What follows belongs to an exercise in optimizing a design on an open flow for small area and a short achievable clock period; a production flow would make more cautious choices. Where RTL was checked, it was by simulation tests only, not by an equivalence proof against the original. Power figures rest on the tool's default switching activity, not on a simulated workload.

==> module bmp_filter, before the edit <==
module bmp_filter
(
  input  logic       dut_if,
  input  logic       reset_ind,
  input  logic       in_valid,
  input  bmp_pkg::word_t      in_data,
  input  bmp_pkg::mode_t      mode,
  input  logic [7:0] proc_val,
  output logic       out_valid,
  output bmp_pkg::word_t      out_data,
  output logic       frame_done
);
  logic [4:0]  s;
  logic [29:0] cnt;       
  logic        lastf;     
  logic        thr;       
  logic        bri;       
  logic [9:0]  pv;        
  logic [31:0] h, t;
  logic        hv, tv;
  logic        h_pix, h_k0, h_k1, h_last;
  logic        t_pix, t_k0, t_k1, t_last;
  logic        cr;        
  logic        out_last;
  logic pix, s0, s1, s01, last;
  assign pix  = s[4];
  assign s0   = (s == 5'd0);
  assign s1   = (s == 5'd1);
  assign s01  = (s[4:1] == 4'd0);          
  assign last = lastf && !s01;
  always_ff @(posedge dut_if) begin
    if (in_valid && s0) begin
      thr <= (mode == bmp_pkg::MODE_THRESHOLD);
      bri <= (mode == bmp_pkg::MODE_BRIGHTNESS);
      pv  <= {2'b00, proc_val};
    end else if (in_valid && s1 && thr) begin
      pv  <= ~(10'({pv[7:0], 1'b0}) + 10'(pv[7:0]) + 10'd2);
    end
  end
  logic        dec;
  logic [29:0] cnt_dec;
  always_comb begin
    logic [5:0] bz;
    logic       z;
    bz[0] = 1'b1;
    for (int k = 1; k < 6; k++) bz[k] = bz[k-1] && (cnt[6*(k-1) +: 6] == 6'd0);
    for (int k = 0; k < 5; k++) begin
      z = bz[k];
      for (int i = 0; i < 6; i++) begin
        cnt_dec[6*k+i] = cnt[6*k+i] ^ (dec && z);
        z = z && !cnt[6*k+i];
      end
    end
  end
  always_ff @(posedge dut_if) begin
    dec <= in_valid && !s01;
    cnt[13:0]  <= s0 ? {in_data[7:0], in_data[15:10]} : cnt_dec[13:0];
    cnt[29:14] <= s1 ? {in_data[23:16], in_data[31:24]} : cnt_dec[29:14];
    if (in_valid) lastf <= !s01 && (cnt[29:3] == 27'd0) && (cnt[2:0] == {2'b10, dec});
    if (reset_ind) begin
      s <= 5'd0;
    end else if (in_valid) begin
      if (last)                    s <= 5'd0;
      else if (s == 5'd13)         s <= 5'b10000;
      else if (pix && s[1])        s <= 5'b10000;
      else                         s <= s + 5'd1;
    end
  end
  logic [1:0] n, held;
  logic       pop_now, pop_in, pop, h_ld, t_ld;
  assign n       = 2'(hv) + 2'(tv);
  assign held    = pix ? s[1:0] : 2'd0;
  assign pop_now = hv && (n > held);
  assign pop_in  = hv && pix && s[1];
  assign pop     = pop_now || (pop_in && in_valid);
  assign h_ld    = pop_now || !hv || (pop_in && in_valid);
  assign t_ld    = pop_now || !hv || !tv || (pop_in && in_valid);
  function automatic logic ge1024(input logic [10:0] x, input logic [10:0] y,
                                  input logic [10:0] z);
    logic [10:0] s1, c1;
    logic [11:0] tt;
    s1 = x ^ y ^ z;
    c1 = (x & y) | (x & z) | (y & z);
    tt = 12'(s1) + {c1, 1'b0};
    ge1024 = tt[10];
  endfunction
  logic [9:0] nl;
  assign nl = pv;
  logic [7:0]  t3, t2, t1, t0;
  logic [10:0] tv11;
  logic        tq, t_thr;
  logic [31:0] hin;
  assign {t3, t2, t1, t0} = t;
  always_comb begin
    logic [7:0]  m, qs, qc, vs, vc;
    m    = t_k0 ? t3 : t0;
    qs   = t2 ^ t1 ^ m;
    qc   = (t2 & t1) | (t2 & m) | (t1 & m);
    tq   = ge1024(11'(qs), {2'b00, qc, 1'b0}, 11'(nl));
    m    = t_k1 ? t1 : 8'd0;
    vs   = t0 ^ m ^ nl[7:0];
    vc   = (t0 & m) | (t0 & nl[7:0]) | (m & nl[7:0]);
    tv11 = {1'b0, nl[9:8], vs} + {2'b00, vc, 1'b0};
  end
  assign t_thr = thr && t_pix;
  assign hin   = t_thr ? {t[31:12], tq, tv11} : t;
  logic [31:0] tin;
  assign tin = {in_valid ? in_data[31:16] : 16'd0, in_data[15:0]};
  always_ff @(posedge dut_if) begin
    if (h_ld) begin
      h <= hin;
      {h_pix, h_k0, h_k1, h_last} <= {t_pix, t_k0, t_k1, t_last};
    end
    if (t_ld) begin
      t <= tin;
      {t_pix, t_k0, t_k1, t_last} <=
        {pix, pix && s[1:0] == 2'd0, pix && s[0], last};
    end
    if (reset_ind) begin
      hv <= 1'b0;
      tv <= 1'b0;
    end else begin
      if (h_ld) hv <= tv;
      if (t_ld) tv <= in_valid;
    end
  end
  logic ub, ul, hq;
  assign hq = h[11];
  assign ub = ge1024(h[10:0], 11'(t[31:24]), 11'(t[23:16]));
  assign ul = ge1024(h[10:0], 11'(t[31:24]), 11'd0);
  logic [7:0]  pe;
  logic [31:0] odata;
  assign pe = (bri && h_pix) ? pv[7:0] : 8'd0;
  always_comb begin
    for (int j = 0; j < 4; j++) begin
      logic [8:0] sum;
      sum = 9'(h[8*j +: 8]) + 9'(pe);
      if (sum[8] != pe[7]) odata[8*j +: 8] = {8{sum[8]}};
      else                 odata[8*j +: 8] = sum[7:0];
    end
    if (thr && h_pix)
      odata = {{8{h_k0 ? hq : cr}}, {8{h_k1 ? cr : hq}}, {8{h_k1 ? ul : hq}},
               {8{h_k0 ? ub : (h_k1 ? ul : hq)}}};
  end
  always_ff @(posedge dut_if) begin
    out_data <= odata;
    out_last <= h_last;
    if (pop) cr <= h_k0 ? ub : ul;
    if (reset_ind) begin
      out_valid  <= 1'b0;
      frame_done <= 1'b0;
    end else begin
      out_valid  <= pop;
      frame_done <= out_valid && out_last;
    end
  end
endmodule
clock: 10.0 ns
lec_check: 0
abc_clock_period_in_ps: 2500
cap_margin: 20
core_margin: 2
core_utilization: 40
gpl_timing_driven: 0
slew_margin: 20
standard.sh (not shown) runs the stock make flow with config.mk's settings and CLKGATE_MAP_FILE= SYNTH_SCRIPT=/design/flow/synth_recipe.tcl, a recipe that flattens the netlist after the stock synthesis.
==> flow/flow/run.sh <==
#!/bin/bash
# Standard ORFS layout with three changes: ports are buffered with the
# smallest buffer (the resizer still upsizes where timing needs it), clock
# tree synthesis adds no dummy loads, and repair_timing aims for 7 ns of
# setup slack, so that the achieved period is pushed well below the 10 ns
# clock.
set -euo pipefail
bash standard.sh 'BUFFER_PORTS_ARGS=-buffer_cell sky130_fd_sc_hd__buf_1' \
  'CTS_ARGS=-sink_clustering_enable -repair_clock_nets -dont_use_dummy_load -buf_list {sky130_fd_sc_hd__clkbuf_4 sky130_fd_sc_hd__clkbuf_8}' \
  SETUP_SLACK_MARGIN=7 finish > standard_flow.log 2>&1
The first run finished clean.
==> next run, changes <==
--- a/flow/design.v
+++ b/flow/design.v
@@ -108,7 +108,7 @@
     logic [7:0]  m, qs, qc, vs, vc;
     m    = t_k0 ? t3 : t0;
-    qs   = t2 ^ t1 ^ m;
-    qc   = (t2 & t1) | (t2 & m) | (t1 & m);
-    tq   = ge1024(11'(qs), {2'b00, qc, 1'b0}, 11'(nl));
+    qs   = t2 ^ t1 ^ nl[7:0];
+    qc   = (t2 & t1) | (t2 & nl[7:0]) | (t1 & nl[7:0]);
+    tq   = ge1024({1'b0, nl[9:8], qs}, {2'b00, qc, 1'b0}, 11'(m));
     m    = t_k1 ? t1 : 8'd0;
     vs   = t0 ^ m ^ nl[7:0];
What happened: The changed run finished with timing, DRC and antenna clean; via count climbs by 4.9%; worst hold slack hardly moves; global-route usage hardly moves; utilization went down by 0.32 points; worst setup slack improved by 0.023 ns; first-iteration DRC count rose by 16%; power goes down by 1.6%; area after synthesis goes up by 3.3%.
Only the layout flow was run in the second run of this note; the RTL was not checked for function there.


bmp_filter, a different RTL version from the one above (not shown whole).
For scale: ~920 cells after synthesis, ~79 I/O pins, ~9500 um2 of cells after synthesis.
==> module bmp_filter, before the edit <==
module bmp_filter
(
  input  logic       dut_if,
  input  logic       reset_ind,
  input  logic       in_valid,
  input  bmp_pkg::word_t      in_data,
  input  bmp_pkg::mode_t      mode,
  input  logic [7:0] proc_val,
  output logic       out_valid,
  output bmp_pkg::word_t      out_data,
  output logic       frame_done
);
  logic [4:0]  s;
  logic [29:0] cnt;       
  logic        lastf;     
  logic        thr;       
  logic        bri;       
  logic [7:0]  pv;        
  logic [9:0]  nl;        
  logic [31:0] h, t;
  logic        hv, tv;
  logic        h_pix, h_k0, h_k1;
  logic        t_pix, t_k0, t_k1;
  logic        cr;        
  logic pix, s0, s1, s01, last;
  assign pix  = s[4];
  assign s0   = (s == 5'd0);
  assign s1   = (s == 5'd1);
  assign s01  = (s[4:1] == 4'd0);          
  assign last = lastf && !s01;
  always_ff @(posedge dut_if) begin
    if (in_valid && s0) begin
      thr <= (mode == bmp_pkg::MODE_THRESHOLD);
      bri <= (mode == bmp_pkg::MODE_BRIGHTNESS);
      pv  <= proc_val;
    end
    nl <= ~(10'({pv, 1'b0}) + 10'(pv) + 10'd2);
  end
  logic        dec;
  logic [29:0] cnt_dec;
  always_comb begin
    logic [5:0] bz;
    logic       z;
    bz[0] = 1'b1;
    for (int k = 1; k < 6; k++) bz[k] = bz[k-1] && (cnt[6*(k-1) +: 6] == 6'd0);
    for (int k = 0; k < 5; k++) begin
      z = bz[k];
      for (int i = 0; i < 6; i++) begin
        cnt_dec[6*k+i] = cnt[6*k+i] ^ (dec && z);
        z = z && !cnt[6*k+i];
      end
    end
  end
  always_ff @(posedge dut_if) begin
    dec <= in_valid && !s01;
    cnt[13:0]  <= s0 ? {in_data[7:0], in_data[15:10]} : cnt_dec[13:0];
    cnt[29:14] <= s1 ? {in_data[23:16], in_data[31:24]} : cnt_dec[29:14];
    if (in_valid) lastf <= !s01 && (cnt[29:3] == 27'd0) && (cnt[2:0] == {2'b10, dec});
    if (reset_ind) begin
      s <= 5'd0;
    end else if (in_valid) begin
      if (last)                    s <= 5'd0;
      else if (s == 5'd13)         s <= 5'b10000;
      else if (pix && s[1])        s <= 5'b10000;
      else                         s <= s + 5'd1;
    end
  end
  logic [1:0] n, held;
  logic       pop_now, pop_in, pop, h_ld, t_ld;
  assign n       = 2'(hv) + 2'(tv);
  assign held    = pix ? s[1:0] : 2'd0;
  assign pop_now = hv && (n > held);
  assign pop_in  = hv && pix && s[1];
  assign pop     = pop_now || (pop_in && in_valid);
  assign h_ld    = pop_now || !hv || (pop_in && in_valid);
  assign t_ld    = pop_now || !hv || !tv || (pop_in && in_valid);
  function automatic logic ge1024(input logic [10:0] x, input logic [10:0] y,
                                  input logic [10:0] z);
    logic [10:0] s1, c1;
    logic [11:0] tt;
    s1 = x ^ y ^ z;
    c1 = (x & y) | (x & z) | (y & z);
    tt = 12'(s1) + {c1, 1'b0};
    ge1024 = tt[10];
  endfunction
  logic [7:0]  t3, t2, t1, t0;
  logic [10:0] tv11;
  logic        tq, t_thr;
  logic [31:0] hin;
  assign {t3, t2, t1, t0} = t;
  always_comb begin
    logic [7:0]  m, qs, qc, vs, vc;
    m    = t_k0 ? t3 : t0;
    qs   = t2 ^ t1 ^ m;
    qc   = (t2 & t1) | (t2 & m) | (t1 & m);
    tq   = ge1024(11'(qs), {2'b00, qc, 1'b0}, 11'(nl));
    m    = t_k1 ? t1 : 8'd0;
    vs   = t0 ^ m ^ nl[7:0];
    vc   = (t0 & m) | (t0 & nl[7:0]) | (m & nl[7:0]);
    tv11 = {1'b0, nl[9:8], vs} + {2'b00, vc, 1'b0};
  end
  assign t_thr = thr && t_pix;
  assign hin   = t_thr ? {t[31:12], tq, tv11} : t;
  logic [31:0] tin;
  assign tin = {in_valid ? in_data[31:16] : 16'd0, in_data[15:0]};
  always_ff @(posedge dut_if) begin
    if (h_ld) begin
      h <= hin;
      {h_pix, h_k0, h_k1} <= {t_pix, t_k0, t_k1};
    end
    if (t_ld) begin
      t <= tin;
      {t_pix, t_k0, t_k1} <=
        {pix, pix && s[1:0] == 2'd0, pix && s[0]};
    end
    if (reset_ind) begin
      hv <= 1'b0;
      tv <= 1'b0;
    end else begin
      if (h_ld) hv <= tv;
      if (t_ld) tv <= in_valid;
    end
  end
  logic ub, ul, hq;
  assign hq = h[11];
  assign ub = ge1024(h[10:0], 11'(t[31:24]), 11'(t[23:16]));
  assign ul = ge1024(h[10:0], 11'(t[31:24]), 11'd0);
  logic [7:0]  pe;
  logic [31:0] odata;
  assign pe = (bri && h_pix) ? pv : 8'd0;
  always_comb begin
    for (int j = 0; j < 4; j++) begin
      logic [8:0] sum;
      sum = 9'(h[8*j +: 8]) + 9'(pe);
      if (sum[8] != pe[7]) odata[8*j +: 8] = {8{sum[8]}};
      else                 odata[8*j +: 8] = sum[7:0];
    end
    if (thr && h_pix)
      odata = {{8{h_k0 ? hq : cr}}, {8{h_k1 ? cr : hq}}, {8{h_k1 ? ul : hq}},
               {8{h_k0 ? ub : (h_k1 ? ul : hq)}}};
  end
  always_ff @(posedge dut_if) begin
    out_data <= odata;
    if (pop) cr <= h_k0 ? ub : ul;
    if (reset_ind) begin
      out_valid  <= 1'b0;
      frame_done <= 1'b0;
    end else begin
      out_valid  <= pop;
      frame_done <= out_valid && s0 && !hv && !tv;
    end
  end
endmodule
==> flow/config.mk <==
export PLATFORM = sky130hd
export DESIGN_NAME = bmp_filter
export DESIGN_NICKNAME = bmp_filter
export VERILOG_FILES = /design/flow/design.v
export SDC_FILE = /design/flow/constraint.sdc
export NUM_CORES = 4
export LEC_CHECK = 0
export ABC_CLOCK_PERIOD_IN_PS = 2500
export CAP_MARGIN = 20
export CORE_MARGIN = 2
export CORE_UTILIZATION = 40
export CTS_BUF_LIST = sky130_fd_sc_hd__clkbuf_4 sky130_fd_sc_hd__clkbuf_8
export SLEW_MARGIN = 20
==> flow/constraint.sdc <==
create_clock -name core_clock -period 10.0 [get_ports {dut_if}]
set_input_delay 2.0000 -clock core_clock [delete_from_list [all_inputs] [get_ports {dut_if}]]
set_output_delay 2.0000 -clock core_clock [all_outputs]
set_load 0.01 [all_outputs]
==> flow/flow/run.sh <==
#!/bin/bash
# Standard ORFS layout with two changes: ports are buffered with the
# smallest buffer (the resizer still upsizes where timing needs it), and
# repair_timing aims for 7 ns of setup slack, so that the achieved period
# is pushed well below the 10 ns clock.
set -euo pipefail
bash standard.sh 'BUFFER_PORTS_ARGS=-buffer_cell sky130_fd_sc_hd__buf_1' SETUP_SLACK_MARGIN=7 finish > standard_flow.log 2>&1
==> next run, changes <==
--- a/flow/design.v
+++ b/flow/design.v
@@ -28,8 +28,7 @@
   logic        lastf;     
   logic        thr;       
   logic        bri;       
-  logic [7:0]  pv;        
-  logic [9:0]  nl;        
+  logic [9:0]  pv;        
   logic [31:0] h, t;
   logic        hv, tv;
   logic        h_pix, h_k0, h_k1;
@@ -45,9 +44,10 @@
     if (in_valid && s0) begin
       thr <= (mode == bmp_pkg::MODE_THRESHOLD);
       bri <= (mode == bmp_pkg::MODE_BRIGHTNESS);
-      pv  <= proc_val;
+      pv  <= {2'b00, proc_val};
+    end else if (in_valid && s1 && thr) begin
+      pv  <= ~(10'({pv[7:0], 1'b0}) + 10'(pv[7:0]) + 10'd2);
     end
-    nl <= ~(10'({pv, 1'b0}) + 10'(pv) + 10'd2);
   end
   logic        dec;
   logic [29:0] cnt_dec;
@@ -96,6 +96,8 @@
     tt = 12'(s1) + {c1, 1'b0};
     ge1024 = tt[10];
   endfunction
+  logic [9:0] nl;
+  assign nl = pv;
   logic [7:0]  t3, t2, t1, t0;
   logic [10:0] tv11;
   logic        tq, t_thr;
@@ -104,9 +106,9 @@
   always_comb begin
     logic [7:0]  m, qs, qc, vs, vc;
     m    = t_k0 ? t3 : t0;
-    qs   = t2 ^ t1 ^ m;
-    qc   = (t2 & t1) | (t2 & m) | (t1 & m);
-    tq   = ge1024(11'(qs), {2'b00, qc, 1'b0}, 11'(nl));
+    qs   = t2 ^ t1 ^ nl[7:0];
+    qc   = (t2 & t1) | (t2 & nl[7:0]) | (t1 & nl[7:0]);
+    tq   = ge1024({1'b0, nl[9:8], qs}, {2'b00, qc, 1'b0}, 11'(m));
     m    = t_k1 ? t1 : 8'd0;
     vs   = t0 ^ m ^ nl[7:0];
     vc   = (t0 & m) | (t0 & nl[7:0]) | (m & nl[7:0]);
@@ -134,13 +136,12 @@
       if (t_ld) tv <= in_valid;
     end
   end
-  logic ub, ul, hq;
+  logic u, hq;
   assign hq = h[11];
-  assign ub = ge1024(h[10:0], 11'(t[31:24]), 11'(t[23:16]));
-  assign ul = ge1024(h[10:0], 11'(t[31:24]), 11'd0);
+  assign u  = ge1024(h[10:0], 11'(t[31:24]), 11'(h_k0 ? t[23:16] : 8'd0));
   logic [7:0]  pe;
   logic [31:0] odata;
-  assign pe = (bri && h_pix) ? pv : 8'd0;
+  assign pe = (bri && h_pix) ? pv[7:0] : 8'd0;
   always_comb begin
     for (int j = 0; j < 4; j++) begin
       logic [8:0] sum;
@@ -149,12 +150,12 @@
       else                 odata[8*j +: 8] = sum[7:0];
     end
     if (thr && h_pix)
-      odata = {{8{h_k0 ? hq : cr}}, {8{h_k1 ? cr : hq}}, {8{h_k1 ? ul : hq}},
-               {8{h_k0 ? ub : (h_k1 ? ul : hq)}}};
+      odata = {{8{h_k0 ? hq : cr}}, {8{h_k1 ? cr : hq}}, {8{h_k1 ? u : hq}},
+               {8{(h_k0 || h_k1) ? u : hq}}};
   end
   always_ff @(posedge dut_if) begin
     out_data <= odata;
-    if (pop) cr <= h_k0 ? ub : ul;
+    if (pop) cr <= u;
     if (reset_ind) begin
       out_valid  <= 1'b0;
       frame_done <= 1'b0;
What happened: Design area grows slightly. Die area falls slightly. Global-route usage increases by 0.32 points. Core utilization grows by 0.58 points. Worst setup slack barely changes. Sequential power decreases by a few percent. Clock power came out higher by a few percent. Clock skew hardly moves. Cell count came out higher by a few percent. Register-to-register slack is about the same. First-iteration DRC count goes up by about a fifth. Wire length increases by a few percent. Worst hold slack got worse by 0.0099 ns.
No run of this note included a check of the RTL's function; only the layout flow was run.

## re-timing with driven ports
The flow's constraints put no driver on any port. The routed layouts listed below were extracted and timed again, unchanged, in two steps. Step 1 assumes that a clkbuf_16 drives the clock port and a buf_2 every other input. Step 2 also shifts input and output timing later by t, the mid clock arrival at the registers, as if the neighbouring blocks saw the same clock. Three values: ideal ports, drivers, drivers and shift; two values: the first two.
| run | t, ns | slack for setup (ns) | hold WS [ns] |
|---|---|---|---|
| the first run of note 1 | 0.478 | 7.036 / 7.028 / 6.657 | 0.352 / 0.352 / 0.352 |
| the second run of note 1 | 0.481 | 7.059 / 7.039 / 6.597 | 0.353 / 0.353 / 0.353 |
| the first run of note 2 | 0.485 | 6.853 / 6.853 / 6.688 | 0.479 / 0.479 / 0.479 |
| the second run of note 2 | 0.510 | 6.856 / 6.856 / 6.584 | 0.469 / 0.469 / 0.469 |
After both steps setup and hold are still met in every run listed. For the second run of note 1, which loses most, drivers alone change the setup slack by -0.020 ns; drivers and shift together by -0.462 ns.
